From an optimization exercise on the open Yosys and OpenROAD flow, aimed at small area, a short achievable clock period and few clock cycles per item; shortcuts taken in it are not production practice.
At most, simulation tests tie the RTL to the original design; equivalence was not proved.
No functional check of the RTL was part of runs 6 and 7.
Power figures rest on the tool's default switching activity, not on a simulated workload.

## design/flow/design.v

```verilog
`timescale 1ns / 1ps
`default_nettype none
package rbcr_pkg;
    localparam int MODE_W    = 3;
    localparam int SLOT_W    = 6;
    localparam int TAG_W     = 16;
    localparam int UOP_W     = 4;
    localparam int REQ_W     = 7;
    localparam int CNT_W     = 7;
    localparam int CTR_W     = 32;
    localparam int CFG_IDX_W = 2;
    localparam int CFG_DAT_W = 7;
    localparam logic [MODE_W-1:0] MODE_ALLOC  = 3'd0;
    localparam logic [MODE_W-1:0] MODE_POP    = 3'd1;
    localparam logic [MODE_W-1:0] MODE_COMMIT = 3'd2;
    localparam logic [MODE_W-1:0] MODE_RETIRE = 3'd3;
    localparam logic [MODE_W-1:0] MODE_FLUSH  = 3'd4;
    localparam logic [MODE_W-1:0] MODE_QUERY  = 3'd5;
    localparam logic [1:0] ST_OK       = 2'd0;
    localparam logic [1:0] ST_FULL     = 2'd1;
    localparam logic [1:0] ST_EMPTY    = 2'd2;
    localparam logic [1:0] ST_MISMATCH = 2'd3;
    localparam logic [CFG_IDX_W-1:0] CFG_CAPACITY = 2'd0;
    localparam logic [CFG_IDX_W-1:0] CFG_REMOVE   = 2'd1;
    localparam logic [CFG_IDX_W-1:0] CFG_SIM      = 2'd2;
    typedef struct packed {
        logic [MODE_W-1:0] mode;
        logic [SLOT_W-1:0] slot;
        logic [TAG_W-1:0]  op_tag;
        logic [UOP_W-1:0]  uop_number;
        logic [REQ_W-1:0]  request_count;
    } t_in;
    typedef struct packed {
        logic [1:0]        status;
        logic [SLOT_W-1:0] alloc_slot;
        logic              can_allocate;
        logic [CNT_W-1:0]  flushed_count;
        logic [CNT_W-1:0]  freed_count;
        logic [CTR_W-1:0]  retired_ops_total;
        logic [CTR_W-1:0]  retired_insns_total;
        logic [CNT_W-1:0]  uncommitted_count;
        logic [CNT_W-1:0]  committed_count;
        logic              all_empty;
    } t_out;
    typedef struct packed {
        logic capture;
        logic exec;
        logic drain_step;
    } t_ctrl_cmd;
    typedef struct packed {
        logic drain_req;
        logic drain_more;
    } t_dp_stat;
endpackage
`default_nettype wire
`timescale 1ns / 1ps
`default_nettype none
module rbcr_datapath
(
    input  wire logic                  i_clk,
    input  wire logic                  i_rst_n,
    input  wire logic                  i_start,
    input  wire logic                  i_cfg_we,
    input  wire logic [1:0]            i_cfg_index,
    input  wire logic [6:0]            i_cfg_data,
    input  rbcr_pkg::t_in              i_cmd,
    output logic                       o_busy,
    output logic                       o_done,
    output rbcr_pkg::t_out             o_result
);
    logic [5:0]  r_head, r_commit, r_tail;
    logic [6:0]  r_com, r_unc;
    logic [31:0] r_ops, r_insns;
    logic [63:0] r_marks;
    logic [63:0] r_zero;
    logic [6:0]  r_cap;
    logic        r_roc;
    logic        r_sim;
    logic        r_done;
    logic        r_wait;
    logic [5:0]  r_probe;
    logic [1:0]  r_status, n_status;
    logic [5:0]  r_alloc, n_alloc;
    logic        r_can, n_can;
    logic [6:0]  r_flushed, n_flushed;
    logic [6:0]  r_freed, n_freed;
    logic [5:0]  n_head, n_commit, n_tail;
    logic [6:0]  n_com, n_unc;
    logic [6:0]  r_occ, n_occ;
    logic [5:0]  occ_base;
    logic [5:0]  n_probe;
    wire  [2:0]  mode = i_cmd.mode;
    wire  [5:0]  slot = i_cmd.slot;
    logic        scan_step;
    logic [5:0]  run;
    logic [5:0]  probe_inc;
    assign scan_step = (r_com != '0) && (r_probe != r_commit) && r_marks[r_probe];
    assign run       = r_probe - r_head;     
    assign probe_inc = r_probe + 1'b1;
    function automatic logic [5:0] sub6(input logic [5:0] a, input logic [5:0] b);
        logic [5:0] p, g, gg, pp;
        p = a ^ ~b;
        g = a & ~b;
        gg = g;
        pp = p;
        gg[0] = g[0] | p[0];
        for (int d = 1; d < 6; d = d * 2) begin
            for (int i = 5; i >= d; i--) begin
                gg[i] = gg[i] | (pp[i] & gg[i-d]);
                pp[i] = pp[i] & pp[i-d];
            end
        end
        sub6 = p ^ {gg[4:0], 1'b1};
    endfunction
    logic        acc;
    logic        is_alloc, is_pop, is_commit, is_retire, is_flush, is_query;
    logic        full;
    logic        unc_zero;
    logic [5:0]  off;
    logic        flush_hit;
    logic [7:0]  cur;
    logic [7:0]  room;
    logic        fits;
    logic        in_com;
    logic        head_ret;
    logic        drain;
    logic        set_mark;
    logic        alloc_ok;
    logic        uop_zero;
    assign acc       = i_start && !r_wait;
    assign is_alloc  = acc && (mode == rbcr_pkg::MODE_ALLOC);
    assign is_pop    = acc && (mode == rbcr_pkg::MODE_POP);
    assign is_commit = acc && (mode == rbcr_pkg::MODE_COMMIT);
    assign is_retire = acc && (mode == rbcr_pkg::MODE_RETIRE);
    assign is_flush  = acc && (mode == rbcr_pkg::MODE_FLUSH);
    assign is_query  = acc && (mode == rbcr_pkg::MODE_QUERY);
    assign full      = r_occ[6];              
    assign unc_zero  = (r_unc == '0);
    assign off       = sub6(slot, r_commit);
    assign occ_base  = 6'(r_com) - r_commit;   
    assign flush_hit = r_unc[6] ||
                       ((r_commit <= r_tail) ? ((slot >= r_commit) && (slot < r_tail))
                                             : ((slot >= r_commit) || (slot < r_tail)));
    assign cur       = r_roc ? 8'(r_unc) : 8'(r_occ);
    assign room      = {1'b0, r_cap} - cur;      
    assign fits      = !room[7] && (7'(i_cmd.request_count) <= room[6:0]);
    assign in_com    = r_com[6] ||
                       ((r_head <= r_commit) ? ((slot >= r_head) && (slot < r_commit))
                                             : ((slot >= r_head) || (slot < r_commit)));
    assign alloc_ok  = is_alloc && !full;
    assign uop_zero  = (i_cmd.uop_number == '0);
    assign head_ret  = is_retire && r_sim && (slot == r_head) && (r_com != '0);
    assign drain     = (head_ret || r_wait) && !scan_step;
    assign set_mark  = is_retire && r_sim && in_com;
    always_comb begin
        n_head    = r_head;
        n_commit  = r_commit;
        n_tail    = r_tail;
        n_com     = r_com;
        n_unc     = r_unc;
        n_occ     = r_occ;
        n_probe   = (scan_step || drain) ? probe_inc : r_probe;
        n_status  = rbcr_pkg::ST_OK;
        n_alloc   = '0;
        n_can     = 1'b0;
        n_flushed = '0;
        n_freed   = '0;
        if (is_alloc) begin
            if (full) begin
                n_status = rbcr_pkg::ST_FULL;
            end else begin
                n_alloc = r_tail;
                n_tail  = r_tail + 1'b1;
                n_unc   = r_unc + 1'b1;
                n_occ   = r_occ + 1'b1;
            end
        end
        if (is_pop) begin
            if (unc_zero) begin
                n_status = rbcr_pkg::ST_EMPTY;
            end else begin
                n_tail = r_tail - 1'b1;
                n_unc  = r_unc - 1'b1;
                n_occ  = r_occ - 1'b1;
            end
        end
        if (is_commit && r_sim) begin
            if (unc_zero) begin
                n_status = rbcr_pkg::ST_EMPTY;
            end else begin
                if (slot != r_commit) n_status = rbcr_pkg::ST_MISMATCH;
                n_commit = r_commit + 1'b1;
                n_unc    = r_unc - 1'b1;
                n_com    = r_com + 1'b1;
            end
        end
        if (drain) begin
            n_head  = r_probe;
            n_com   = {1'b0, sub6(r_commit, r_probe)};
            n_freed = {run == '0, run};
            n_occ   = {1'b0, sub6(r_tail, r_probe)};    
        end
        if (is_flush && flush_hit) begin
            n_flushed = {slot == r_tail, sub6(r_tail, slot)};
            n_occ     = {1'b0, 6'(occ_base + slot)};    
            n_unc     = 7'(off);
            n_tail    = slot;
        end
        if (is_query) begin
            n_can = fits;
        end
    end
    always_ff @(posedge i_clk) begin
        if (!i_rst_n) begin
            r_head   <= '0;
            r_commit <= '0;
            r_tail   <= '0;
            r_com    <= '0;
            r_unc    <= '0;
            r_probe  <= 6'd1;
            r_ops    <= '0;
            r_insns  <= '0;
            r_occ    <= '0;
            r_cap    <= 7'd64;
            r_roc    <= 1'b0;
            r_sim    <= 1'b1;
            r_done   <= 1'b0;
            r_wait   <= 1'b0;
        end else begin
            r_head   <= n_head;
            r_commit <= n_commit;
            r_tail   <= n_tail;
            r_com    <= n_com;
            r_unc    <= n_unc;
            r_occ    <= n_occ;
            r_probe  <= n_probe;
            r_wait   <= (head_ret || r_wait) && scan_step;
            r_done   <= (acc && !head_ret) || drain;
            if (is_retire) r_ops <= r_ops + 1'b1;
            if (is_retire && slot_zero) r_insns <= r_insns + 1'b1;
            if (i_cfg_we) begin
                case (i_cfg_index)
                    rbcr_pkg::CFG_CAPACITY: r_cap <= i_cfg_data;
                    rbcr_pkg::CFG_REMOVE:   r_roc <= i_cfg_data[0];
                    rbcr_pkg::CFG_SIM:      r_sim <= i_cfg_data[0];
                    default: begin
                    end
                endcase
            end
        end
    end
    logic [7:0]  set_row, slot_row, slot_col, we_row, tail_col, zero_row;
    logic [63:0] we, set;
    logic        slot_zero;
    always_comb begin
        for (int j = 0; j < 8; j++) begin
            set_row[j]  = set_mark && (slot[5:3] == 3'(j));
            slot_row[j] = (slot[5:3] == 3'(j));
            slot_col[j] = (slot[2:0] == 3'(j));
            we_row[j]   = alloc_ok && (r_tail[5:3] == 3'(j));
            tail_col[j] = (r_tail[2:0] == 3'(j));
        end
        for (int i = 0; i < 64; i++) begin
            we[i]  = we_row[i / 8] && tail_col[i % 8];
            set[i] = set_row[i / 8] && slot_col[i % 8];
        end
        for (int j = 0; j < 8; j++) zero_row[j] = |(slot_col & r_zero[8*j +: 8]);
        slot_zero = |(slot_row & zero_row);
    end
    always_ff @(posedge i_clk) begin
        r_status  <= n_status;
        r_alloc   <= n_alloc;
        r_can     <= n_can;
        r_flushed <= n_flushed;
        r_freed   <= n_freed;
        for (int i = 0; i < 64; i++) begin
            r_marks[i] <= set[i] || (r_marks[i] && !we[i]);
            if (we[i]) r_zero[i] <= uop_zero;
        end
    end
    assign o_busy = r_wait;
    assign o_done = r_done;
    assign o_result.status              = r_status;
    assign o_result.alloc_slot          = r_alloc;
    assign o_result.can_allocate        = r_can;
    assign o_result.flushed_count       = r_flushed;
    assign o_result.freed_count         = r_freed;
    assign o_result.retired_ops_total   = r_ops;
    assign o_result.retired_insns_total = r_insns;
    assign o_result.uncommitted_count   = r_unc;
    assign o_result.committed_count     = r_com;
    assign o_result.all_empty           = (r_occ == '0);
endmodule
`default_nettype wire
`timescale 1ns / 1ps
`default_nettype none
module reorder_buffer_commit_retire_unit
#(
    parameter int RING_DEPTH = 64
) (
    input  wire logic                  i_clk,
    input  wire logic                  i_rst_n,
    input  wire logic                  start,
    output logic                       busy,
    input  wire logic [35:0]           i_cmd,
    output logic                       o_done,
    output logic [101:0]               o_result,
    input  wire logic                  i_cfg_we,
    input  wire logic [1:0]            i_cfg_index,
    input  wire logic [6:0]            i_cfg_data
);
    rbcr_pkg::t_in       cmd;
    rbcr_pkg::t_out      result;
    assign cmd      = i_cmd;
    assign o_result = result;
    rbcr_datapath u_datapath (
        .i_clk       (i_clk),
        .i_rst_n     (i_rst_n),
        .i_start     (start),
        .i_cfg_we    (i_cfg_we),
        .i_cfg_index (i_cfg_index),
        .i_cfg_data  (i_cfg_data),
        .i_cmd       (cmd),
        .o_busy      (busy),
        .o_done      (o_done),
        .o_result    (result)
    );
endmodule
`default_nettype wire
```

## design/flow/flow/run.sh

```bash
#!/bin/bash
# The standard layout, with resizer and synthesis options changed:
# - the port buffers are plain buffers (the default pick is a slow delay buffer);
# - resizing may swap a cell for one of another footprint;
# - adders are left to ABC instead of being mapped to the library's
#   ripple full/half-adder cells, so ABC can restructure them for speed.
set -euo pipefail
bash standard.sh "BUFFER_PORTS_ARGS=-buffer_cell sky130_fd_sc_hd__buf_1" \
    MATCH_CELL_FOOTPRINT=0 ADDER_MAP_FILE= finish > make_finish.log 2>&1
```

## design/flow/standard.sh

```bash
#!/bin/bash
# synth_recipe.tcl (not shown) runs the flow's synth.tcl, then flattens the netlist and writes it again
# the make line also repeats each setting of config.mk as NAME=value (left out here)
make -C /OpenROAD-flow-scripts/flow DESIGN_CONFIG=/design/flow/config.mk WORK_HOME=/design/flow/orfs CLKGATE_MAP_FILE= SYNTH_SCRIPT=/design/flow/synth_recipe.tcl "${@:-finish}"
```

## design/flow/config.mk

```make
export PLATFORM = sky130hd
export DESIGN_NAME = reorder_buffer_commit_retire_unit
export DESIGN_NICKNAME = reorder_buffer_commit_retire_unit
export VERILOG_FILES = /design/flow/design.v
export SDC_FILE = /design/flow/constraint.sdc
export NUM_CORES = 4
export LEC_CHECK = 0
export CAP_MARGIN = 20
export CORE_MARGIN = 2
export CORE_UTILIZATION = 50
export CTS_CLUSTER_DIAMETER = 150
export CTS_CLUSTER_SIZE = 25
export SETUP_SLACK_MARGIN = 2.0
export SLEW_MARGIN = 20
```

## design/flow/constraint.sdc

```tcl
create_clock -name core_clock -period 5.0 [get_ports {i_clk}]
set_input_delay 1.0000 -clock core_clock [delete_from_list [all_inputs] [get_ports {i_clk}]]
set_output_delay 1.0000 -clock core_clock [all_outputs]
set_load 0.01 [all_outputs]
```

==> results of run 1 <==
-- layout make-up --
type	count	area (um2)	area share
Clock buffer	19	390	0.0242
Clock inverter	1	30.0	0.00186
Inverter	39	151	0.00938
Multi-Input combinational cell	1102	7760	0.481
Sequential cell	271	6090	0.377
Tap cell	341	427	0.0264
Timing Repair Buffer	210	1290	0.0798
-- flip-flops by register name, indices dropped and copies added (netlist names), 7 cells and up --
| name | count |
|---|---|
| u_datapath.r_insns | 32 |
| u_datapath.r_ops | 32 |
| u_datapath.r_com | 7 |
| u_datapath.r_occ | 7 |
| u_datapath.r_marks | 64 |
| u_datapath.r_zero | 64 |
| u_datapath.r_unc | 7 |
| u_datapath.r_cap | 7 |
| u_datapath.r_freed | 7 |
| u_datapath.r_flushed | 7 |
-- critical path: stages, from the launching register on --
cell	delay (ns)
dfxtp_4	0.45
buf_12	0.15
mux4_2	0.52
mux4_2	0.51
mux4_2	0.53
and2_4	0.26
buf_6	0.15
or3_1	0.30
a21o_1	0.16
-- Yosys cell counts (all sizes together), types with 21 or more instances --
master,n
and3,22
inv,38
nand4,23
nand2,103
edfxtp,64
xor2,66
nand3,42
mux4,26
dfxtp,207
xnor2,96
nor2,205
a21oi,54
and2,27
nand2b,21
clkbuf,75
buf,32
nor3,23
o21ai,155
mux2i,34
maj3,29
-- power groups by stage --
stage	combinational (mW)	clock (mW)	sequential, mW
finish	0.335	1.33	2.26
global placement	0.291	0	2.31
CTS	0.314	1.36	2.26
global route	0.364	1.43	2.26
floorplan	0.216	0	2.30
detailed placement	0.293	0	2.31
-- through the flow --
stage | hold slack [ns] | cells
after floorplan | 0.442 | 1515
final | 0.472 | 1983
after detailed placement | 0.466 | 1914
after global placement | 0.454 | 1914
after global routing | 0.500 | 1983
after CTS | 0.484 | 1962
-- layer usage --
layer / share of wire / global-route usage / wire length (um) / vias to the layer above
li1: - / - / - / 5575
met1: 0.44 / 0.349 / 16900 / 5674
met2: 0.50 / 0.447 / 19200 / 295
met3: 0.045 / 0.0249 / 1750 / 50
met4: 0.020 / 0.0650 / 787 / 0
met5: 0 / 0 / 0 / -
-- worst paths after layout --
kind / to / slack, ns / cells after the start
hold reg to reg: u_datapath.r_marks[6] / 0.47 / 2
hold / removal: u_datapath.r_marks[6] / 0.47 / 2
setup / recovery: u_datapath.r_probe[0] / 1.86 / 8
setup reg to reg: u_datapath.r_probe[0] / 1.86 / 8
-- kinds of logic (layout without fill, tap and decap cells) --
family                   count (synthesis)  in the layout  synth area share
AO/OA/AOI/OAI                          313            313             0.138
buffers and inverters                  146            269            0.0435
flip-flops                             271            271             0.440
multiplexers                            61             61            0.0680
adder cells (fa/ha/maj)                 29             29            0.0212
XOR/XNOR                               163            163             0.105
AND/OR/NAND/NOR                        532            536             0.185
-- timing repair --
| action | CTS | global route |
|---|---|---|
| buffers inserted | 22 | 19 |
| gates resized for setup | 77 | 116 |
| pin swaps | 20 | 36 |
| gates cloned | 6 | 2 |
| setup endpoints to repair | 176 | 213 |
==> flow_summary_export.csv, run 1 <==
group,metric,value,unit
power,ir_worst_vdd,232,uV
critical_path,path_class,"reg -> reg",
placed_design,place_ws,0.933,ns
cts,cts_max_path_buffers,3,
layout,nFillCells,2421,
timing,fin_crit,3.14,ns
detailed_routing,drtPass1Iterations,5,
cts,htree_levels,1,
critical_path,r2r-start,"u_datapath.r_probe[0]",
timing,period_share,0.628,
layout,final_common_cell,"dfxtp_1",
floorplanning,dieHeight,170,um
detailed_routing,drc_errors,0,
timing,rsz0062_at_grt,"yes",
timing,finalSetupViolations,0,
detailed_routing,via_count,11600,
power,p_leak,5.48,nW
timing,fin_ws,1.86,ns
hold_path,hold_path_class,"reg -> reg",
cts,cts_tree,"done",
placed_design,gp_congestion,0.874,
synth,synth-seq-cells,271,
power,powerDensity,243,mW/mm2
synth,yosys.area.top_type,"dfxtp_1",
layout,fin_util,0.597,
critical_path,cp-start-kind,"flop",
placed_design,dpl_cell_area,0.0147,mm2
placed_design,dp_hpwl,25200,um
floorplanning,fp.coreArea,0.0270,mm2
synth,syn_area,0.0138,mm2
synth,async_flop_share,0,
critical_path,worstPathArrival,3.54,ns
layout,final_cell_mix,"196 x dfxtp_1, 194 x nor2_1, 132 x buf_1, 113 x o21ai_0, 95 x xnor2_1",
timing,timing.final.hold_violations,0,
power,p_sw_frac,0.241,
detailed_routing,drt_iter0_markers,961,
critical_path,critPathCaptureType,"flop",
power,power_switching,0.946,mW
power,internal-power,2.98,mW
floorplanning,dieArea,0.0289,mm2
cts,clockRootBuffer,"clkbuf_16",
timing,max_slew_margin,0.294,
critical_path,path_max_fanout,6,
timing,fmax,319,MHz
detailed_routing,routed_wl,38600,um
power,pwr-share-clk,0.338,
status,outcome,"timing/DRC/antenna clean",
cts,clock_latency,0.51,ns
synth,post_synth.cell_area_avg,9.10,um2
cts,cts.sinks,271,
layout,num-nets-final,1687,
timing,setup_tns,0,ns
floorplanning,io_pins,153,
synth,synth-edff-count,64,
power,power,3.92,mW
layout,syn_to_final_growth,17.1,%
grt,antenna_found_initial,0,
critical_path,crit_start,"u_datapath.r_probe[0]",
cts,cts-hold-fix-buffers,0,
synth,yosysWarnings,1,
timing,tightestPinTransition,1.06,ns
synth,synthTopCellsByArea,"dfxtp_1 30%, edfxtp_1 14%, xnor2_1 6.1%, o21ai_0 5.6%, nor2_1 5.6%",
layout,postLayoutCellArea,0.0161,mm2
synth,syn_nets,1564,
grt,grt_pass1_wl,59200,um
cts,cts_made_buffers,14,
power,seq_power_share,0.576,
grt,grt_pass1_vias,10700,
timing,maxSlewViolCount,0,
hold_path,worstHoldStart,"u_datapath.r_marks[6]",
grt,grt_usage,0.259,
floorplanning,rows,60,
synth,ys.flop_type,"dfxtp_1",
critical_path,cp.required,5.40,ns
grt,grt_overflow,0,
layout,antenna_cells,0,
placed_design,port_buffers,136,
detailed_routing,wl_per_cell,19.5,um
job,drv_cap,0,
grt,grt_max_degree,65,
floorplanning,die_x,170,um
cts,clkTransAtPathRegs,0.10,ns
layout,drive_above_1_share,0.152,
synth,ys_seq_area_frac,0.440,
detailed_routing,viasPerCell,5.85,
floorplanning,initial_core_util,0.510,
detailed_routing,ant_nets,0,
synth,synthCells,1515,
power,comb_power_share,0.085,
timing,clock_skew,0.0151,ns
synth,synth_cell_types,83,
synth,synth_top_area_share,0.301,
Testbench counts, summed over its fixed seeds: cycles 24,121, items 24,000.
==> run 2, diff against run 1 <==
--- a/design/flow/config.mk
+++ b/design/flow/config.mk
@@ -11,4 +11,4 @@
 export CTS_CLUSTER_DIAMETER = 150
 export CTS_CLUSTER_SIZE = 25
-export SETUP_SLACK_MARGIN = 2.0
+export SETUP_SLACK_MARGIN = 1.7
 export SLEW_MARGIN = 20
==> flow_summary_export.csv, run 2 <==
group,metric,value,unit
status,outcome,"timing/DRC/antenna clean",
job,drv_cap,0,
floorplanning,dieArea,0.0289,mm2
critical_path,cp.required,5.42,ns
critical_path,crit_start,"u_datapath.r_probe[0]",
detailed_routing,via_count,11400,
grt,grt_usage,0.253,
synth,ys.flop_type,"dfxtp_1",
synth,synth.most_common_cell,"dfxtp_1",
floorplanning,die_x,170,um
detailed_routing,viasPerCell,5.85,
floorplanning,dieHeight,170,um
layout,nFillCells,2537,
power,ir_worst_vdd,239,uV
critical_path,cpPeakStageDelay,0.54,ns
timing,period_share,0.644,
cts,htree_levels,1,
placed_design,gp_congestion,0.834,
detailed_routing,drtPass1Iterations,5,
synth,async_flop_share,0,
timing,hold_slack,0.482,ns
timing,fin_crit,3.22,ns
hold_path,hold_path_class,"reg -> reg",
detailed_routing,routed_wl,37500,um
timing,setup_tns,0,ns
grt,grt_max_degree,65,
critical_path,cp_slowest_cell,"mux4_2",
synth,synthTopCellsByArea,"dfxtp_1 30%, edfxtp_1 14%, xnor2_1 6.1%, o21ai_0 5.6%, nor2_1 5.6%",
placed_design,dp_hpwl,25400,um
synth,yosysWarnings,1,
layout,drive_above_1_share,0.0942,
critical_path,critPathCaptureType,"flop",
layout,syn_to_final_growth,11.0,%
floorplanning,rows,60,
cts,clockRootBuffer,"clkbuf_16",
synth,synth_top_area_share,0.301,
grt,grt_overflow,0,
timing,timing.final.hold_violations,0,
layout,regArea,0.00608,mm2
synth,syn_nets,1564,
layout,final_common_cell,"nor2_1",
timing,fmax,311,MHz
floorplanning,initial_core_util,0.510,
detailed_routing,ant_nets,0,
timing,rsz0062_at_grt,"no",
synth,synth_common_cells,"207 x dfxtp_1, 204 x nor2_1, 154 x o21ai_0",
layout,fin_cells,1944,
synth,ys_seq_area_frac,0.440,
layout,num-nets-final,1647,
synth,synth-seq-cells,271,
critical_path,path_max_fanout,13,
grt,grt_pass1_wl,57900,um
synth,synthCells,1515,
layout,multi_input_area,0.00736,mm2
synth,post_synth.cell_area_avg,9.10,um2
floorplanning,fp.coreArea,0.0270,mm2
cts,clkTransAtPathRegs,0.10,ns
detailed_routing,wl_per_cell,19.3,um
critical_path,r2r-start,"u_datapath.r_probe[0]",
floorplanning,io_pins,153,
timing,tightestPinTransition,0.945,ns
critical_path,path_class,"reg -> reg",
grt,grt_pass1_vias,10500,
timing,maxSlewViolCount,0,
detailed_routing,drc_errors,0,
cts,cts_tree,"done",
synth,yosys.area.top_type,"dfxtp_1",
synth,syn_area,0.0138,mm2
layout,final_cell_mix,"201 x nor2_1, 200 x dfxtp_1, 151 x o21ai_0, 132 x buf_1, 97 x nand2_1",
timing,finalSetupViolations,0,
power,p_leak,5.14,nW
layout,reg.largest.list,"u_datapath.r_marks x64, u_datapath.r_zero x64",
placed_design,port_buffers,136,
cts,clock_latency,0.52,ns
timing,clock_skew,0.0288,ns
critical_path,path_cells,"buf_12, mux4_2, mux4_2, mux4_2, and2_4, buf_4, or3_1, a21o_1",
detailed_routing,drt_iter0_markers,859,
synth,synth-edff-count,64,
layout,antenna_cells,0,
grt,antenna_found_initial,0,
cts,cts-hold-fix-buffers,0,
critical_path,worstPathArrival,3.64,ns
placed_design,place_inst,1913,
synth,synth_cell_types,83,
hold_path,worstHoldStart,"u_datapath.r_marks[6]",
cts,cts_max_path_buffers,3,
cts,cts.sinks,271,
power,powerDensity,253,mW/mm2
cts,cts_made_buffers,14,
critical_path,cp-start-kind,"flop",
timing,max_slew_margin,0.368,
critical_path,crit_top_cell,"mux4_2",
[run 2: kinds of logic after synthesis]
| kind of cell | Yosys count | synth area share |
|---|---|---|
| mux | 61 | 0.0680 |
| buf+inv | 146 | 0.0435 |
| simple gates | 532 | 0.185 |
| fa+ha+maj | 29 | 0.0212 |
| xor+xnor | 163 | 0.105 |
| compound gates | 313 | 0.138 |
| flops | 271 | 0.440 |
[run 2: layout make-up]
type                    count  area share
multi-input cells        1100       0.481
flip-flops and latches    271       0.398
inverters                  39     0.00990
well taps                 341      0.0279
clock buffers              20      0.0258
repair buffers            172      0.0565
clock inverters             1     0.00106
[run 2: path summary, 6_finish.rpt]
path	slack, ns	depth (start not counted)	endpoint
worst max-delay path	1.78	8	u_datapath.r_probe[0]
worst min-delay path	0.48	2	u_datapath.r_marks[6]
worst max register to register	1.78	8	u_datapath.r_probe[0]
worst min register to register	0.48	2	u_datapath.r_marks[6]
[run 2: stage by stage]
step           setup WS, ns  power, mW  utilization  cell area [um2]
2_1_floorplan          1.56       2.52            -            13900
6_report               1.78       3.87        0.566            15300
3_5_place_dp          0.743       2.61        0.540            14600
3_3_place_gp          0.753       2.60        0.540            14600
5_1_grt                1.69       3.99        0.566            15300
4_1_cts                1.66       3.88        0.560            15100
[run 2: layer usage]
metal | share of wire | global-route usage | up-vias
met3 | 0.059 | 0.0300 | 74
met4 | 0.031 | 0.0758 | 0
met5 | 0 | 0 | -
met2 | 0.48 | 0.433 | 346
li1 | - | - | 5479
met1 | 0.43 | 0.338 | 5474
[run 2: worst max-delay path, delay by kind of cell (launching register included)]
kind            cells  cell delay, ns
mux                 3            1.60
simple gates        2            0.57
flops               1            0.42
buf+inv             2            0.36
compound gates      1            0.17
[run 2: what timing repair did]
item | in CTS | in global routing
buffers inserted | 5 | 2
pin swaps | 2 | 3
cloned | 2 | 1
resized for setup | 23 | 31
setup endpoints to repair | 202 | 148
[run 2: where the power goes]
part	switching, mW	leakage, nW	internal [mW]	total, mW
sequential	0.0183	2.28	2.24	2.26
combinational	0.194	2.66	0.111	0.305
clock	0.738	0.198	0.562	1.30
total	0.951	5.14	2.91	3.87
==> run 3, diff against run 2 <==
--- a/design/flow/config.mk
+++ b/design/flow/config.mk
@@ -11,4 +11,4 @@
 export CTS_CLUSTER_DIAMETER = 150
 export CTS_CLUSTER_SIZE = 25
-export SETUP_SLACK_MARGIN = 1.7
+export SETUP_SLACK_MARGIN = 1.9
 export SLEW_MARGIN = 20
==> flow_summary_export.csv, run 3 <==
group,metric,value,unit
layout,num-nets-final,1664,
critical_path,crit_family,"simple AND/OR/NAND/NOR gates",
synth,syn_nets,1564,
timing,fin_ws,1.86,ns
cts,cts_made_buffers,14,
critical_path,path_class,"in -> reg",
critical_path,cp.required,5.42,ns
synth,synthTopCellsByArea,"dfxtp_1 30%, edfxtp_1 14%, xnor2_1 6.1%, o21ai_0 5.6%, nor2_1 5.6%",
detailed_routing,ant_nets,0,
critical_path,cp-start-kind,"primary input",
floorplanning,dieArea,0.0289,mm2
detailed_routing,routed_wl,38500,um
timing,fin_crit,3.14,ns
floorplanning,io_pins,153,
timing,maxSlewViolCount,0,
floorplanning,dieHeight,170,um
synth,synth-edff-count,64,
detailed_routing,via_count,11600,
synth,ys.flop_type,"dfxtp_1",
critical_path,worstPathArrival,3.56,ns
critical_path,regToRegSetupSlack,1.89,ns
detailed_routing,viasPerCell,5.90,
timing,tightestPinTransition,1.11,ns
layout,nFillCells,2447,
critical_path,cpPeakStageDelay,0.65,ns
synth,synth-seq-cells,271,
cts,clock_latency,0.52,ns
timing,fmax,319,MHz
placed_design,place_ws,0.719,ns
critical_path,critPathCaptureType,"flop",
synth,post_synth.cell_area_avg,9.10,um2
critical_path,r2r-start,"u_datapath.r_probe[0]",
floorplanning,rows,60,
placed_design,dp_hpwl,25200,um
grt,grt_usage,0.260,
synth,synth_cell_types,83,
hold_path,hold_path_class,"reg -> reg",
detailed_routing,drc_errors,0,
layout,reg.largest.list,"u_datapath.r_marks x64, u_datapath.r_zero x64",
layout,fin_util,0.586,
critical_path,path_max_fanout,8,
critical_path,critPathBufInv,1,
critical_path,cp_slowest_cell,"or4_4",
cts,cts_tree,"done",
grt,grt_pass1_vias,10700,
detailed_routing,wl_per_cell,19.7,um
synth,syn_area,0.0138,mm2
hold_path,hold_depth,2,
cts,clockRootBuffer,"clkbuf_16",
synth,ys_seq_area_frac,0.440,
critical_path,r2r_end,"u_datapath.r_occ[3]",
timing,rsz0062_at_grt,"yes",
placed_design,gp_congestion,0.853,
grt,antenna_found_initial,1,
status,outcome,"timing/DRC/antenna clean",
timing,setup_tns,0,ns
grt,grt_max_degree,65,
job,drv_cap,0,
synth,async_flop_share,0,
synth,synth.most_common_cell,"dfxtp_1",
layout,syn_to_final_growth,14.9,%
timing,clock_skew,0.0315,ns
power,powerDensity,247,mW/mm2
layout,drive_above_1_share,0.137,
placed_design,port_buffers,136,
critical_path,rr_worst_depth,9,
timing,timing.final.hold_violations,0,
synth,synth_common_cells,"207 x dfxtp_1, 204 x nor2_1, 154 x o21ai_0",
cts,htree_levels,1,
timing,max_slew_margin,0.258,
power,ir_worst_vdd,191,uV
hold_path,worstHoldStart,"u_datapath.r_marks[15]",
detailed_routing,drt_iter0_markers,785,
layout,final_cell_mix,"198 x dfxtp_1, 193 x nor2_1, 132 x buf_1, 128 x o21ai_0, 96 x xnor2_1",
timing,period_share,0.627,
power,p_leak,5.34,nW
grt,grt_overflow,0,
hold_path,hold_end,"u_datapath.r_marks[15]",
cts,clkTransAtPathRegs,0.09,ns
synth,yosysWarnings,1,
layout,antenna_cells,0,
grt,grt_pass1_wl,59500,um
floorplanning,initial_core_util,0.510,
timing,finalSetupViolations,0,
cts,cts.sinks,271,
synth,yosys.area.top_type,"dfxtp_1",
cts,cts_max_path_buffers,3,
synth,synth_top_area_share,0.301,
critical_path,path_cells,"buf_8, and2b_2, a221oi_4, a2111oi_4, maj3_2, maj3_2, maj3_2, nor2_4, or4_4, o21ai_0",
critical_path,crit_top_cell,"maj3_2",
synth,synthCells,1515,
layout,final_common_cell,"dfxtp_1",
floorplanning,fp.coreArea,0.0270,mm2
detailed_routing,drtPass1Iterations,5,
floorplanning,die_x,170,um
==> run 3: cell types whose count changed in the layout (fill, tap and decap cells not counted), sizes merged <==
cell    previous run  this run
a21o               6         7
buf              168       183
bufinv             0         1
clkinv             2         1
==> run 3: kinds of logic after synthesis <==
logic type,after synthesis,share of synthesized area
flops,271,0.440
mux,61,0.0680
compound gates,313,0.138
fa+ha+maj,29,0.0212
buf+inv,146,0.0435
simple gates,532,0.185
xor+xnor,163,0.105
==> run 3: cell type report <==
| type | count | area (um2) | area share |
|---|---|---|---|
| Timing Repair Buffer | 188 | 1090 | 0.0690 |
| Clock inverter | 1 | 30.0 | 0.00190 |
| Inverter | 39 | 151 | 0.00956 |
| Multi-Input combinational cell | 1101 | 7670 | 0.484 |
| Tap cell | 341 | 427 | 0.0269 |
| Sequential cell | 271 | 6080 | 0.384 |
| Clock buffer | 19 | 390 | 0.0246 |
==> run 3: per-layer routing <==
layer	up-vias	routed length, um	GRT usage
met4	0	1210	0.0858
met3	72	2160	0.0295
li1	5522	-	-
met2	347	18300	0.442
met1	5628	16900	0.348
met5	-	0	0
==> run 3: what timing repair did <==
item	4_1_cts	5_1_grt
endpoints found under the setup margin	160	213
gates cloned	5	2
setup buffers	12	9
pin swaps	7	48
gates resized for setup	51	107
hold buffers	0	0
==> run 3: worst max path at each step <==
stage / start / to / cells after the start
finish: i_cmd[27] / u_datapath.r_marks[14] / 10
global route: u_datapath.r_probe[0] / u_datapath.r_occ[3] / 9
CTS: i_cmd[29] / u_datapath.r_occ[3] / 11
detailed placement: i_cmd[29] / u_datapath.r_insns[28] / 11
global placement: i_cmd[29] / u_datapath.r_insns[28] / 11
floorplan: i_cmd[27] / u_datapath.r_marks[55] / 11
==> run 3: stage by stage <==
stage          power, mW  instance area, um2  cells  hold slack (ns)
2_1_floorplan       2.52               14000   1515            0.442
3_5_place_dp        2.60               14600   1912            0.466
3_3_place_gp        2.60               14600   1912            0.454
4_1_cts             3.93               15400   1949            0.486
6_report            3.92               15800   1960            0.470
5_1_grt             4.05               15800   1960            0.502
==> run 3: report_power, final <==
| part | total (mW) | internal, mW | switching [mW] |
|---|---|---|---|
| registers | 2.26 | 2.24 | 0.0188 |
| logic | 0.323 | 0.120 | 0.203 |
| clock network | 1.34 | 0.606 | 0.730 |
| total | 3.92 | 2.97 | 0.952 |
==> run 3: worst reg2reg max path, cell delays in order, from the launching register on <==
cell	delay, ns
dfxtp_4	0.43
clkbuf_16	0.21
mux4_2	0.53
mux4_2	0.48
mux4_2	0.51
and2_4	0.24
nor2_8	0.21
mux2i_1	0.22
mux2_4	0.17
nor2_2	0.03
==> run 4, diff against run 3 <==
--- a/design/flow/config.mk
+++ b/design/flow/config.mk
@@ -11,4 +11,5 @@
 export CTS_CLUSTER_DIAMETER = 150
 export CTS_CLUSTER_SIZE = 25
-export SETUP_SLACK_MARGIN = 1.9
+export PLACE_DENSITY = 0.8
+export SETUP_SLACK_MARGIN = 1.8
 export SLEW_MARGIN = 20
==> flow_summary_export.csv, run 4 <==
group,metric,value,unit
status,outcome,"timing/DRC/antenna clean",
detailed_routing,ant_nets,0,
layout,fin_cells,1947,
grt,grt_overflow,0,
grt,grt_max_degree,65,
critical_path,path_cells,"clkbuf_16, mux4_2, mux4_2, mux4_2, and2_4, buf_6, or3_1, a21o_1",
layout,antenna_cells,0,
synth,yosys.area.top_type,"dfxtp_1",
grt,grt_usage,0.244,
grt,gr-usage-met2,0.418,
placed_design,gp_congestion,0.900,
detailed_routing,drt_iter0_markers,1272,
synth,synth-edff-count,64,
floorplanning,rows,60,
layout,num-nets-final,1650,
timing,maxSlewViolCount,0,
timing,fmax,310,MHz
detailed_routing,routed_wl,37800,um
layout,reg.largest.list,"u_datapath.r_marks x64, u_datapath.r_zero x64",
cts,clockRootBuffer,"clkbuf_16",
timing,period_share,0.645,
floorplanning,dieHeight,170,um
placed_design,dp_hpwl,24900,um
cts,cts_made_buffers,14,
layout,final_cell_mix,"200 x nor2_1, 198 x dfxtp_1, 145 x o21ai_0, 131 x buf_1, 97 x nand2_1",
timing,tightestPinTransition,0.946,ns
synth,synth-seq-cells,271,
timing,fin_crit,3.22,ns
cts,htree_levels,1,
timing,setup_tns,0,ns
critical_path,cp_slowest_cell,"mux4_2",
critical_path,cpPeakStageDelay,0.56,ns
synth,ys.flop_type,"dfxtp_1",
synth,synth_cell_types,83,
timing,hold_slack,0.481,ns
grt,grt_pass1_vias,11100,
layout,nFillCells,2219,
grt,grt_pass1_wl,56900,um
placed_design,place_inst,1902,
detailed_routing,viasPerCell,6.13,
critical_path,worstPathArrival,3.62,ns
timing,clock_skew,0.0252,ns
detailed_routing,wl_per_cell,19.4,um
floorplanning,dieArea,0.0289,mm2
detailed_routing,drc_errors,0,
grt,grtUsageMet1,0.310,
floorplanning,die_x,170,um
power,p_leak,5.22,nW
critical_path,critPathCaptureType,"flop",
synth,synthCells,1515,
floorplanning,fp.coreArea,0.0270,mm2
layout,drive_above_1_share,0.108,
synth,synth.most_common_cell,"dfxtp_1",
grt,antenna_found_initial,0,
layout,syn_to_final_growth,13.0,%
layout,final_common_cell,"nor2_1",
synth,synthTopCellsByArea,"dfxtp_1 30%, edfxtp_1 14%, xnor2_1 6.1%, o21ai_0 5.6%, nor2_1 5.6%",
timing,finalSetupViolations,0,
cts,clkTransAtPathRegs,0.09,ns
synth,syn_nets,1564,
grt,top_usage_layer,"met2",
cts,clock_latency,0.51,ns
synth,synth_common_cells,"207 x dfxtp_1, 204 x nor2_1, 154 x o21ai_0",
job,drv_cap,0,
detailed_routing,via_count,11900,
detailed_routing,drtPass1Iterations,6,
synth,syn_area,0.0138,mm2
power,ir_worst_vdd,261,uV
synth,async_flop_share,0,
synth,synth_top_area_share,0.301,
floorplanning,io_pins,153,
cts,cts_tree,"done",
timing,rsz0062_at_grt,"yes",
placed_design,port_buffers,136,
cts,cts.sinks,271,
critical_path,path_class,"reg -> reg",
floorplanning,initial_core_util,0.510,
critical_path,crit_top_cell,"mux4_2",
timing,max_slew_margin,0.368,
timing,timing.final.hold_violations,0,
cts,cts_max_path_buffers,3,
power,powerDensity,248,mW/mm2
synth,post_synth.cell_area_avg,9.10,um2
synth,ys_seq_area_frac,0.440,
synth,yosysWarnings,1,
grt,use_met3,0.0347,
critical_path,path_max_fanout,14,
critical_path,cp-start-kind,"flop",
hold_path,hold_path_class,"reg -> reg",
critical_path,cp.required,5.40,ns
## run 4: final cells by class
class / instances / area (um2) / share of cell area
inverters: 39 / 151 / 0.00972
repair buffers: 175 / 966 / 0.0620
clock buffers: 21 / 419 / 0.0269
well taps: 341 / 427 / 0.0274
multi-input cells: 1100 / 7530 / 0.484
flip-flops and latches: 271 / 6080 / 0.390
## run 4: timing repair
action	CTS	global route
resized for setup	40	59
cloned	1	5
buffers inserted	10	8
pin swaps	4	16
setup endpoints to repair	169	194
hold buffers	0	0
## run 4: path summary, 6_finish.rpt
check                                         endpoint  slack (ns)  cells past startpoint                   start
worst max-delay path             u_datapath.r_probe[0]        1.78                      8   u_datapath.r_probe[0]
worst min-delay path            u_datapath.r_marks[11]        0.48                      2  u_datapath.r_marks[11]
worst max register to register   u_datapath.r_probe[0]        1.78                      8   u_datapath.r_probe[0]
worst min register to register  u_datapath.r_marks[11]        0.48                      2  u_datapath.r_marks[11]
## run 4: cell families (layout without fill, tap and decap cells)
family                     count (synthesis)  in the layout  share of synthesized area
and+or+nand+nor                          532            534                      0.185
adders and majority gates                 29             29                     0.0212
buffers and inverters                    146            235                     0.0435
AOI/OAI and AO/OA                        313            313                      0.138
xor gates and xnor gates                 163            163                      0.105
muxes                                     61             61                     0.0680
DFF                                      271            271                      0.440
## run 4: where the power goes
part / switching, mW / leakage (nW) / total, mW / internal (mW)
sequential: 0.0194 / 2.28 / 2.26 / 2.24
combinational: 0.199 / 2.74 / 0.315 / 0.116
clock: 0.697 / 0.203 / 1.28 / 0.587
total: 0.915 / 5.22 / 3.86 / 2.95
## run 4: layer usage
metal	up-vias	wire, um
li1	5497	-
met5	-	0
met4	0	1420
met3	125	3540
met2	635	17900
met1	5683	15000
## run 4: worst max-delay path: cells and delay by family, from the launching register on
family | cells | cell delay [ns]
buf+inv | 2 | 0.37
flops | 1 | 0.43
compound gates | 1 | 0.18
mux | 3 | 1.57
simple gates | 2 | 0.58
## run 4: through the flow
| stage | util | setup WS [ns] | area [um2] | power, mW |
|---|---|---|---|---|
| after floorplan | - | 1.56 | 14000 | 2.52 |
| after global placement | 0.538 | 0.822 | 14500 | 2.59 |
| after detailed placement | 0.538 | 0.736 | 14500 | 2.59 |
| after CTS | 0.561 | 1.76 | 15200 | 3.85 |
| after global routing | 0.576 | 1.71 | 15600 | 3.98 |
| final | 0.576 | 1.78 | 15600 | 3.86 |
==> run 5, diff against run 4 <==
--- a/design/flow/config.mk
+++ b/design/flow/config.mk
@@ -8,8 +8,7 @@
 export CAP_MARGIN = 20
 export CORE_MARGIN = 2
-export CORE_UTILIZATION = 50
+export CORE_UTILIZATION = 60
 export CTS_CLUSTER_DIAMETER = 150
 export CTS_CLUSTER_SIZE = 25
-export PLACE_DENSITY = 0.8
 export SETUP_SLACK_MARGIN = 1.8
 export SLEW_MARGIN = 20
==> flow_summary_export.csv, run 5 <==
group,metric,value,unit
status,outcome,"timing/DRC/antenna clean",
hold_path,worstHoldStart,"u_datapath.r_marks[53]",
power,p_leak,5.13,nW
synth,async_flop_share,0,
power,powerDensity,254,mW/mm2
critical_path,cp-start-kind,"primary input",
floorplanning,dieArea,0.0242,mm2
grt,antenna_found_initial,0,
detailed_routing,wl_per_cell,19.4,um
placed_design,dp_hpwl,24300,um
synth,post_synth.cell_area_avg,9.10,um2
critical_path,crit_family,"multiplexers",
critical_path,rr_worst_depth,9,
power,ir_worst_vdd,259,uV
cts,cts_made_buffers,14,
critical_path,cp_slowest_cell,"mux4_2",
detailed_routing,drtPass1Iterations,6,
critical_path,worstPathArrival,3.54,ns
floorplanning,rows,55,
critical_path,path_max_fanout,15,
layout,num-nets-final,1640,
cts,clkTransAtPathRegs,0.09,ns
timing,period_share,0.633,
synth,synthTopCellsByArea,"dfxtp_1 30%, edfxtp_1 14%, xnor2_1 6.1%, o21ai_0 5.6%, nor2_1 5.6%",
grt,use_met3,0.0361,
layout,final_cell_mix,"201 x nor2_1, 198 x dfxtp_1, 144 x o21ai_0, 131 x buf_1, 97 x nand2_1",
critical_path,r2r_end,"u_datapath.r_probe[4]",
timing,fmax,316,MHz
synth,synth_top_area_share,0.301,
critical_path,crit_top_cell,"nor2_1",
critical_path,path_class,"in -> reg",
floorplanning,initial_core_util,0.611,
layout,syn_to_final_growth,11.2,%
synth,synthCells,1515,
synth,syn_area,0.0138,mm2
grt,grt_pass1_vias,10400,
job,drv_cap,0,
critical_path,critPathBufInv,2,
synth,synth-edff-count,64,
layout,antenna_cells,0,
synth,ys.flop_type,"dfxtp_1",
critical_path,cpPeakStageDelay,0.51,ns
power,internal-power,2.96,mW
power,p_sw_frac,0.239,
cts,cts.sinks,271,
timing,maxSlewViolCount,0,
timing,fin_crit,3.17,ns
timing,tightestPinTransition,1.03,ns
cts,clockRootBuffer,"clkbuf_16",
cts,cts_max_path_buffers,3,
hold_path,hold_end,"u_datapath.r_marks[53]",
layout,final_common_cell,"nor2_1",
timing,max_slew_margin,0.312,
power,comb_power_share,0.079,
critical_path,path_cells,"clkbuf_4, buf_12, mux4_2, mux2i_1, nor2_1, a31o_2, o31ai_4, and4b_4, nand4_1, xnor2_1, nor2_1",
grt,grt_pass1_wl,56400,um
power,seq_power_share,0.581,
power,pwr-share-clk,0.339,
cts,clock_latency,0.50,ns
detailed_routing,via_count,11400,
floorplanning,fp.coreArea,0.0226,mm2
critical_path,cp.required,5.38,ns
placed_design,gp_congestion,0.864,
grt,grt_usage,0.291,
grt,grtUsageMet1,0.386,
cts,htree_levels,1,
floorplanning,dieHeight,156,um
power,power_switching,0.928,mW
detailed_routing,drc_errors,0,
critical_path,r2r-start,"u_datapath.r_probe[0]",
detailed_routing,routed_wl,36600,um
synth,ys_seq_area_frac,0.440,
critical_path,regToRegSetupSlack,1.91,ns
layout,nFillCells,1910,
grt,grt_overflow,0,
layout,drive_above_1_share,0.0978,
detailed_routing,viasPerCell,6.07,
hold_path,hold_path_class,"reg -> reg",
placed_design,port_buffers,136,
layout,reg.largest.list,"u_datapath.r_marks x64, u_datapath.r_zero x64",
timing,timing.final.hold_violations,0,
timing,clock_skew,0.0201,ns
detailed_routing,ant_nets,0,
synth,yosys.area.top_type,"dfxtp_1",
timing,rsz0062_at_grt,"yes",
timing,finalSetupViolations,0,
cts,cts-hold-fix-buffers,0,
synth,synth-seq-cells,271,
synth,yosysWarnings,1,
synth,synth.most_common_cell,"dfxtp_1",
synth,synth_cell_types,83,
floorplanning,io_pins,153,
detailed_routing,drt_iter0_markers,1020,
grt,grt_max_degree,69,
timing,setup_tns,0,ns
grt,top_usage_layer,"met2",
hold_path,hold_depth,2,
synth,synth_common_cells,"207 x dfxtp_1, 204 x nor2_1, 154 x o21ai_0",
synth,syn_nets,1564,
floorplanning,die_x,156,um
cts,cts_tree,"done",
critical_path,critPathCaptureType,"flop",
grt,gr-usage-met2,0.498,
timing,hold_slack,0.471,ns
## run 5: cell counts after synthesis
No cell type changed its count.
## run 5: layout make-up
cell class,count,area (um2),share of cell area
Timing Repair Buffer,165,823,0.0537
Clock inverter,1,30.0,0.00196
Sequential cell,271,6080,0.397
Tap cell,285,357,0.0233
Inverter,39,151,0.00988
Clock buffer,19,390,0.0255
Multi-Input combinational cell,1100,7480,0.489
## run 5: worst max path at each step
stage / startpoint / cells past startpoint / end / slack [ns]
2_1_floorplan: i_cmd[28] / 11 / u_datapath.r_marks[55] / 1.56
3_3_place_gp: i_cmd[29] / 11 / u_datapath.r_insns[28] / 0.79
3_5_place_dp: i_cmd[29] / 11 / u_datapath.r_insns[28] / 0.68
4_1_cts: i_cmd[29] / 11 / u_datapath.r_insns[28] / 1.67
5_1_grt: i_cmd[27] / 11 / u_datapath.r_occ[5] / 1.75
6_report: i_cmd[28] / 11 / u_datapath.r_insns[27] / 1.83
## run 5: metal layers
metal,part of all wire,routed length [um]
met5,0,0
met4,0.027,975
met3,0.066,2400
met2,0.48,17600
met1,0.43,15600
## run 5: timing repair
action,in CTS,in global routing
pin swaps,3,8
endpoints found under the setup margin,157,189
buffers inserted,5,4
gates cloned,2,1
gates resized for setup,29,54
endpoints found under the hold margin,0,0
## run 5: cells by family (layout without fill, tap and decap cells)
group / after synthesis / count (layout) / share of synthesized area
buffers and inverters: 146 / 224 / 0.0435
multiplexers: 61 / 61 / 0.0680
AND/OR/NAND/NOR: 532 / 534 / 0.185
flip-flops: 271 / 271 / 0.440
AO/OA/AOI/OAI: 313 / 313 / 0.138
XOR/XNOR: 163 / 163 / 0.105
adder cells (fa/ha/maj): 29 / 29 / 0.0212
## run 5: metrics by stage
stage,worst slack (ns),power [mW],utilization,instance area (um2),std cells
2_1_floorplan,1.56,2.52,-,14000,1515
3_3_place_gp,0.789,2.60,0.642,14500,1848
3_5_place_dp,0.684,2.60,0.642,14500,1848
4_1_cts,1.67,3.89,0.668,15100,1875
5_1_grt,1.75,4.00,0.679,15300,1880
6_report,1.83,3.89,0.679,15300,1880
## run 5: worst reg2reg max path: stages, from the launching register on
cell,delay (ns)
dfxtp_4,0.38
buf_12,0.18
mux4_2,0.54
mux4_2,0.49
mux4_2,0.50
and2_4,0.25
o2111ai_2,0.25
nor2_1,0.10
xnor2_1,0.13
and2_1,0.16
## run 5: power by group through the flow
stage | clock (mW) | combinational, mW | sequential (mW)
2_1_floorplan | 0 | 0.216 | 2.30
3_3_place_gp | 0 | 0.284 | 2.31
3_5_place_dp | 0 | 0.289 | 2.31
4_1_cts | 1.33 | 0.295 | 2.26
5_1_grt | 1.40 | 0.334 | 2.26
6_report | 1.32 | 0.309 | 2.26
==> run 6, diff against run 5 <==
--- a/design/flow/design.v
+++ b/design/flow/design.v
@@ -96,5 +96,5 @@
     logic [5:0]  probe_inc;
     assign scan_step = (r_com != '0) && (r_probe != r_commit) && r_marks[r_probe];
-    assign run       = r_probe - r_head;     
+    assign run       = sub6(r_probe, r_head);     
     assign probe_inc = r_probe + 1'b1;
     function automatic logic [5:0] sub6(input logic [5:0] a, input logic [5:0] b);
@@ -138,5 +138,5 @@
     assign unc_zero  = (r_unc == '0);
     assign off       = sub6(slot, r_commit);
-    assign occ_base  = 6'(r_com) - r_commit;   
+    assign occ_base  = sub6(6'(r_com), r_commit);   
     assign flush_hit = r_unc[6] ||
                        ((r_commit <= r_tail) ? ((slot >= r_commit) && (slot < r_tail))
--- a/design/flow/config.mk
+++ b/design/flow/config.mk
@@ -8,7 +8,5 @@
 export CAP_MARGIN = 20
 export CORE_MARGIN = 2
-export CORE_UTILIZATION = 60
-export CTS_CLUSTER_DIAMETER = 150
-export CTS_CLUSTER_SIZE = 25
+export CORE_UTILIZATION = 40
 export SETUP_SLACK_MARGIN = 1.8
 export SLEW_MARGIN = 20
==> flow_summary_export.csv, run 6 <==
group,metric,value,unit
cts,clock_latency,0.56,ns
synth,synthCells,1559,
timing,fin_crit,3.23,ns
timing,setup_tns,0,ns
critical_path,r2r-start,"u_datapath.r_commit[3]",
placed_design,port_buffers,136,
timing,finalSetupViolations,0,
detailed_routing,drt_iter0_markers,799,
detailed_routing,viasPerCell,5.54,
layout,postLayoutCellArea,0.0166,mm2
synth,synth-edff-count,64,
floorplanning,dieHeight,191,um
synth,syn_area,0.0140,mm2
cts,clockRootBuffer,"clkbuf_16",
hold_path,hold_path_class,"reg -> reg",
synth,async_flop_share,0,
floorplanning,fp.coreArea,0.0345,mm2
detailed_routing,wl_per_cell,18.8,um
timing,maxSlewViolCount,0,
placed_design,gp_congestion,0.830,
synth,synth_cell_types,74,
critical_path,regToRegSetupSlack,1.85,ns
layout,nFillCells,3311,
layout,regArea,0.00609,mm2
detailed_routing,ant_nets,0,
critical_path,worstPathArrival,3.71,ns
floorplanning,die_x,191,um
cts,clkTransAtPathRegs,0.06,ns
floorplanning,io_pins,153,
layout,multi_input_area,0.00762,mm2
timing,fin_ws,1.77,ns
cts,cts_tree,"done",
grt,grt_pass1_vias,11300,
synth,yosys.area.top_type,"dfxtp_1",
synth,synth.most_common_cell,"nor2_1",
timing,hold_slack,0.472,ns
synth,synthTopCellsByArea,"dfxtp_1 30%, edfxtp_1 14%, xnor2_1 6.3%, nor2_1 5.8%, o21ai_0 5.2%",
power,power,4.59,mW
cts,cts-hold-fix-buffers,0,
layout,num-nets-final,1737,
timing,max_slew_margin,0.263,
placed_design,place_ws,0.633,ns
timing,fmax,310,MHz
layout,antenna_cells,0,
synth,synth_top_area_share,0.295,
synth,post_synth.cell_area_avg,9.01,um2
timing,tightestPinTransition,1.10,ns
critical_path,path_class,"in -> reg",
layout,drive_above_1_share,0.134,
layout,final_cell_mix,"214 x nor2_1, 197 x dfxtp_1, 150 x nand2_1, 143 x o21ai_0, 130 x buf_1",
critical_path,cp.required,5.48,ns
timing,clock_skew,0.0123,ns
floorplanning,dieArea,0.0366,mm2
power,ir_worst_vdd,222,uV
placed_design,dp_hpwl,26900,um
cts,cts_max_path_buffers,3,
detailed_routing,drc_errors,0,
placed_design,place_inst,2074,
grt,antenna_found_initial,0,
critical_path,crit_start,"i_cmd[29]",
cts,cts_made_buffers,29,
critical_path,cp_slowest_cell,"maj3_1",
grt,grt_overflow,0,
layout,final_common_cell,"nor2_1",
critical_path,crit_top_cell,"maj3_2",
synth,ys_seq_area_frac,0.432,
cts,cts.sinks,271,
timing,timing.final.hold_violations,0,
detailed_routing,routed_wl,40800,um
synth,synth_common_cells,"217 x nor2_1, 207 x dfxtp_1, 152 x nand2_1",
layout,fin_util,0.479,
critical_path,cp-start-kind,"primary input",
timing,period_share,0.646,
synth,synth-seq-cells,271,
job,drv_cap,0,
critical_path,cpPeakStageDelay,0.40,ns
floorplanning,rows,68,
cts,htree_levels,1,
synth,yosysWarnings,1,
grt,grt_usage,0.213,
hold_path,worstHoldStart,"u_datapath.r_marks[63]",
grt,grt_max_degree,67,
synth,ys.flop_type,"dfxtp_1",
status,outcome,"timing/DRC/antenna clean",
synth,syn_nets,1608,
critical_path,rr_worst_depth,11,
timing,rsz0062_at_grt,"yes",
floorplanning,initial_core_util,0.407,
layout,reg.largest.list,"u_datapath.r_marks x64, u_datapath.r_zero x64",
critical_path,path_max_fanout,15,
critical_path,path_cells,"buf_4, buf_8, and2_1, o221ai_1, a22oi_2, maj3_2, maj3_1, inv_1, maj3_2, o21ai_4, buf_12, or3_4, o21ai_0",
grt,grt_pass1_wl,62300,um
placed_design,dpl_cell_area,0.0150,mm2
layout,fin_cells,2166,
layout,syn_to_final_growth,17.9,%
critical_path,critPathCaptureType,"flop",
power,powerDensity,277,mW/mm2
detailed_routing,via_count,12000,
hold_path,hold_depth,2,
power,p_leak,5.76,nW
detailed_routing,drtPass1Iterations,6,
-- run 6: cell count changes after synthesis, sizes merged, moves of 9 or more --
| cell | delta |
|---|---|
| a211oi | +9 |
| a21oi | -20 |
| and4 | +11 |
| nand2 | +49 |
| nand4 | -11 |
| nor2 | +13 |
-- run 6: timing repair --
item | CTS | global route
buffers inserted | 16 | 16
pin swaps | 3 | 17
setup endpoints to repair | 146 | 123
cloned | 0 | 5
resized for setup | 43 | 49
-- run 6: critical path: cells and delay by family --
family                     cells  cell delay, ns
adders and majority gates      3            0.96
AOI/OAI and AO/OA              4            0.62
buffers and inverters          4            0.58
and+or+nand+nor                2            0.54
-- run 6: kinds of logic after synthesis --
logic type	count (synthesis)	synth area share
compound gates	285	0.123
xor+xnor	170	0.108
fa+ha+maj	30	0.0220
buf+inv	142	0.0435
flops	271	0.432
mux	71	0.0740
simple gates	590	0.198
-- run 6: area by class of cell --
type,count,share of cell area
Clock buffer,40,0.0463
Clock inverter,14,0.00378
Inverter,35,0.00869
Multi-Input combinational cell,1146,0.460
Sequential cell,271,0.367
Tap cell,455,0.0344
Timing Repair Buffer,205,0.0791
-- run 6: path summary, 6_finish.rpt --
path / endpoint
worst max-delay path: u_datapath.r_marks[12]
worst min-delay path: u_datapath.r_marks[63]
worst max register to register: u_datapath.r_marks[12]
worst min register to register: u_datapath.r_marks[63]
-- run 6: where the power goes --
part           switching, mW  leakage (nW)  internal [mW]  total (mW)
sequential            0.0254          2.30           2.25        2.27
combinational          0.226          3.06          0.144       0.370
clock                  0.881         0.405           1.06        1.94
total                   1.13          5.76           3.45        4.59
-- run 6: per-layer routing --
metal | global-route usage | share of wire | up-vias
met4 | 0.0630 | 0.030 | 0
met5 | 0 | 0 | -
met1 | 0.286 | 0.43 | 5837
met3 | 0.0285 | 0.065 | 89
met2 | 0.358 | 0.47 | 395
li1 | - | - | 5679
==> run 7, diff against run 6 <==
--- a/design/flow/design.v
+++ b/design/flow/design.v
@@ -96,21 +96,6 @@
     logic [5:0]  probe_inc;
     assign scan_step = (r_com != '0) && (r_probe != r_commit) && r_marks[r_probe];
-    assign run       = sub6(r_probe, r_head);     
+    assign run       = r_probe - r_head;     
     assign probe_inc = r_probe + 1'b1;
-    function automatic logic [5:0] sub6(input logic [5:0] a, input logic [5:0] b);
-        logic [5:0] p, g, gg, pp;
-        p = a ^ ~b;
-        g = a & ~b;
-        gg = g;
-        pp = p;
-        gg[0] = g[0] | p[0];
-        for (int d = 1; d < 6; d = d * 2) begin
-            for (int i = 5; i >= d; i--) begin
-                gg[i] = gg[i] | (pp[i] & gg[i-d]);
-                pp[i] = pp[i] & pp[i-d];
-            end
-        end
-        sub6 = p ^ {gg[4:0], 1'b1};
-    endfunction
     logic        acc;
     logic        is_alloc, is_pop, is_commit, is_retire, is_flush, is_query;
@@ -137,6 +122,6 @@
     assign full      = r_occ[6];              
     assign unc_zero  = (r_unc == '0);
-    assign off       = sub6(slot, r_commit);
-    assign occ_base  = sub6(6'(r_com), r_commit);   
+    assign off       = 6'(slot - r_commit);
+    assign occ_base  = 6'(r_com) - r_commit;   
     assign flush_hit = r_unc[6] ||
                        ((r_commit <= r_tail) ? ((slot >= r_commit) && (slot < r_tail))
@@ -197,10 +182,10 @@
         if (drain) begin
             n_head  = r_probe;
-            n_com   = {1'b0, sub6(r_commit, r_probe)};
+            n_com   = {1'b0, 6'(r_commit - r_probe)};
             n_freed = {run == '0, run};
-            n_occ   = {1'b0, sub6(r_tail, r_probe)};    
+            n_occ   = {1'b0, 6'(r_tail - r_probe)};    
         end
         if (is_flush && flush_hit) begin
-            n_flushed = {slot == r_tail, sub6(r_tail, slot)};
+            n_flushed = {slot == r_tail, 6'(r_tail - slot)};
             n_occ     = {1'b0, 6'(occ_base + slot)};    
             n_unc     = 7'(off);
==> flow_summary_export.csv, run 7 <==
group,metric,value,unit
critical_path,path_class,"reg -> reg",
detailed_routing,ant_nets,0,
timing,finalSetupViolations,0,
timing,fmax,298,MHz
grt,grt_usage,0.214,
layout,reg.largest.list,"u_datapath.r_marks x64, u_datapath.r_zero x64",
placed_design,place_inst,2059,
layout,syn_to_final_growth,19.5,%
timing,clock_skew,0.00920,ns
synth,synth_mux_area_frac,0.0649,
synth,synth_top_area_share,0.296,
layout,fin_cells,2150,
critical_path,cp.required,5.47,ns
detailed_routing,via_count,12000,
synth,ys_seq_area_frac,0.433,
detailed_routing,routed_wl,40500,um
grt,grt_pass1_wl,62200,um
floorplanning,fp.coreArea,0.0345,mm2
floorplanning,die_x,191,um
synth,synth-seq-cells,271,
synth,syn_area,0.0140,mm2
cts,clockRootBuffer,"clkbuf_16",
placed_design,port_buffers,136,
floorplanning,initial_core_util,0.405,
critical_path,rr_worst_depth,12,
layout,final_common_cell,"nor2_1",
critical_path,r2r_end,"u_datapath.r_unc[1]",
hold_path,hold_end,"u_datapath.r_marks[50]",
floorplanning,io_pins,153,
grt,grt_overflow,0,
timing,max_slew_margin,0.343,
grt,antenna_found_initial,1,
placed_design,dp_hpwl,26900,um
cts,cts_max_path_buffers,3,
cts,htree_levels,1,
layout,final_cell_mix,"209 x nor2_1, 197 x dfxtp_1, 133 x buf_1, 109 x xnor2_1, 108 x o21ai_0",
critical_path,path_max_fanout,5,
floorplanning,dieArea,0.0365,mm2
detailed_routing,drt_iter0_markers,768,
synth,synthTopCellsByArea,"dfxtp_1 30%, edfxtp_1 14%, xnor2_1 6.8%, nor2_1 5.9%, o21ai_0 4.6%",
synth,synth_compound_area_frac,0.150,
synth,synth_cell_types,77,
detailed_routing,drtPass1Iterations,5,
placed_design,gp_congestion,0.859,
synth,synth_xor_area_frac,0.101,
timing,setup_tns,0,ns
floorplanning,dieHeight,191,um
status,outcome,"timing/DRC/antenna clean",
critical_path,cp-start-kind,"flop",
detailed_routing,viasPerCell,5.59,
cts,cts.sinks,271,
cts,clkTransAtPathRegs,0.06,ns
synth,synth-edff-count,64,
synth,ys.flop_type,"dfxtp_1",
synth,synth-simple-area-share,0.182,
timing,timing.final.hold_violations,0,
grt,grt_max_degree,65,
power,p_leak,5.75,nW
cts,cts_made_buffers,31,
synth,yosysWarnings,1,
synth,syn_nets,1590,
timing,tightestPinTransition,0.983,ns
hold_path,hold_depth,2,
synth,synth_top_family_by_area,"simple AND/OR/NAND/NOR gates",
synth,post_synth.cell_area_avg,9.09,um2
synth,synthAdderAreaFrac,0.0254,
power,powerDensity,298,mW/mm2
critical_path,cpPeakStageDelay,0.36,ns
critical_path,cp_slowest_cell,"dfxtp_4",
synth,synth_common_cells,"222 x nor2_1, 207 x dfxtp_1, 128 x o21ai_0",
cts,clock_latency,0.56,ns
critical_path,crit_top_cell,"maj3_2",
synth,synth.most_common_cell,"nor2_1",
critical_path,path_cells,"nor2b_4, maj3_2, maj3_2, maj3_2, maj3_2, maj3_2, maj3_2, o2111ai_4, buf_12, buf_12, mux2_4, nor2_1",
timing,period_share,0.671,
synth,synthCells,1541,
job,drv_cap,0,
cts,cts_tree,"done",
layout,drive_above_1_share,0.152,
timing,fin_crit,3.36,ns
critical_path,regToRegSetupSlack,1.64,ns
floorplanning,rows,68,
layout,num-nets-final,1721,
power,ir_worst_vdd,244,uV
detailed_routing,drc_errors,0,
detailed_routing,wl_per_cell,18.8,um
grt,grt_pass1_vias,11300,
critical_path,r2r-start,"u_datapath.r_commit[0]",
hold_path,worstHoldStart,"u_datapath.r_marks[50]",
synth,async_flop_share,0,
critical_path,worstPathArrival,3.83,ns
synth,yosys.area.top_type,"dfxtp_1",
timing,rsz0062_at_grt,"yes",
layout,antenna_cells,0,
timing,maxSlewViolCount,0,
critical_path,critPathCaptureType,"flop",
hold_path,hold_path_class,"reg -> reg",
## run 7: layer usage
layer,global-route usage,up-vias,routed length [um]
li1,-,5733,-
met3,0.0307,88,2490
met1,0.277,5796,17300
met5,0,-,11
met4,0.0746,2,1270
met2,0.366,390,19400
## run 7: cells by family after synthesis
group | Yosys count
simple gates | 544
xor+xnor | 159
flops | 271
fa+ha+maj | 34
compound gates | 328
mux | 60
buf+inv | 145
## run 7: repair_timing
item	in CTS	in global routing
buffers inserted	18	10
cloned	6	1
hold buffers	0	0
endpoints found under the setup margin	142	123
pin swaps	9	15
gates resized for setup	41	53
## run 7: critical path, delay by kind of cell (launching register included)
| family | cells | cell delay (ns) |
|---|---|---|
| fa+ha+maj | 6 | 1.92 |
| flops | 1 | 0.36 |
| mux | 1 | 0.29 |
| buf+inv | 2 | 0.28 |
| compound gates | 1 | 0.22 |
| simple gates | 2 | 0.19 |
## run 7: how the worst max path moves through the flow
stage | depth (start not counted) | end | slack (ns) | from
2_1_floorplan | 11 | u_datapath.r_tail[5] | 1.48 | i_cmd[27]
5_1_grt | 13 | u_datapath.r_occ[5] | 1.56 | u_datapath.r_tail[0]
3_5_place_dp | 11 | u_datapath.r_insns[9] | 0.81 | i_cmd[29]
6_report | 12 | u_datapath.r_unc[1] | 1.64 | u_datapath.r_commit[0]
3_3_place_gp | 12 | u_datapath.r_unc[1] | 0.84 | i_cmd[27]
4_1_cts | 12 | u_datapath.r_unc[1] | 1.66 | u_datapath.r_commit[0]
## run 7: power by group
group / internal [mW] / switching, mW
logic: 0.162 / 0.271
clock network: 1.38 / 0.904
registers: 2.25 / 0.0282
total: 3.79 / 1.20
## run 7: through the flow
step	setup slack, ns	hold WS, ns	utilization	power, mW	area, um2
global route	1.56	0.493	0.485	5.18	16700
finish	1.64	0.469	0.485	5.00	16700
floorplan	1.48	0.438	-	2.61	14200
global placement	0.837	0.453	0.435	2.73	15000
CTS	1.66	0.467	0.476	5.02	16400
detailed placement	0.809	0.460	0.435	2.73	15000
## run 7: final cells by class
cell class,count,area (um2)
clock inverters,15,179
repair buffers,201,1230
clock buffers,41,843
fillers,3292,17800
well taps,455,569
multi-input cells,1126,7670
inverters,41,166
flip-flops and latches,271,6090

==> static timing again, ports no longer ideal <==
The results above use ideal ports. As a check the final layouts listed here were re-extracted and re-timed, cells and wires unchanged.
Step 1, drivers: a clkbuf_16 drives i_clk and a buf_2 each remaining input, both assumed.
Step 2 times the ports against the registers' clock, not the clock port: input delays grow and output delays shrink by t, the midpoint of the rising clock arrivals with the driver on.
Three values: ideal ports, drivers, drivers and shift; two values: the first two.
| run | t (ns) | setup WS [ns] | worst setup path at the end | latest minus earliest clock arrival (ns) | cell pins on the clock port's net |
|---|---|---|---|---|---|
| run 1 | 0.548 | 1.862 / 1.862 / 1.323 | input to register | 0.017 / 0.017 | 1 |
| run 2 | 0.558 | 1.780 / 1.780 / 1.231 | input to register | 0.030 / 0.030 | 1 |
| run 3 | 0.554 | 1.864 / 1.860 / 1.306 | input to register | 0.034 / 0.034 | 1 |
| run 4 | 0.546 | 1.775 / 1.775 / 1.270 | input to register | 0.025 / 0.025 | 1 |
| run 5 | 0.544 | 1.835 / 1.855 / 1.311 | input to register | 0.021 / 0.021 | 1 |
| run 6 | 0.605 | 1.771 / 1.779 / 1.174 | input to register | 0.015 / 0.015 | 1 |
| run 7 | 0.601 | 1.645 / 1.645 / 1.104 | input to register | 0.009 / 0.009 | 1 |
After both steps setup and hold are still met in every run listed. The setup slack of run 6, which loses most, moves by +0.008 ns with the drivers and by -0.597 ns with both steps.
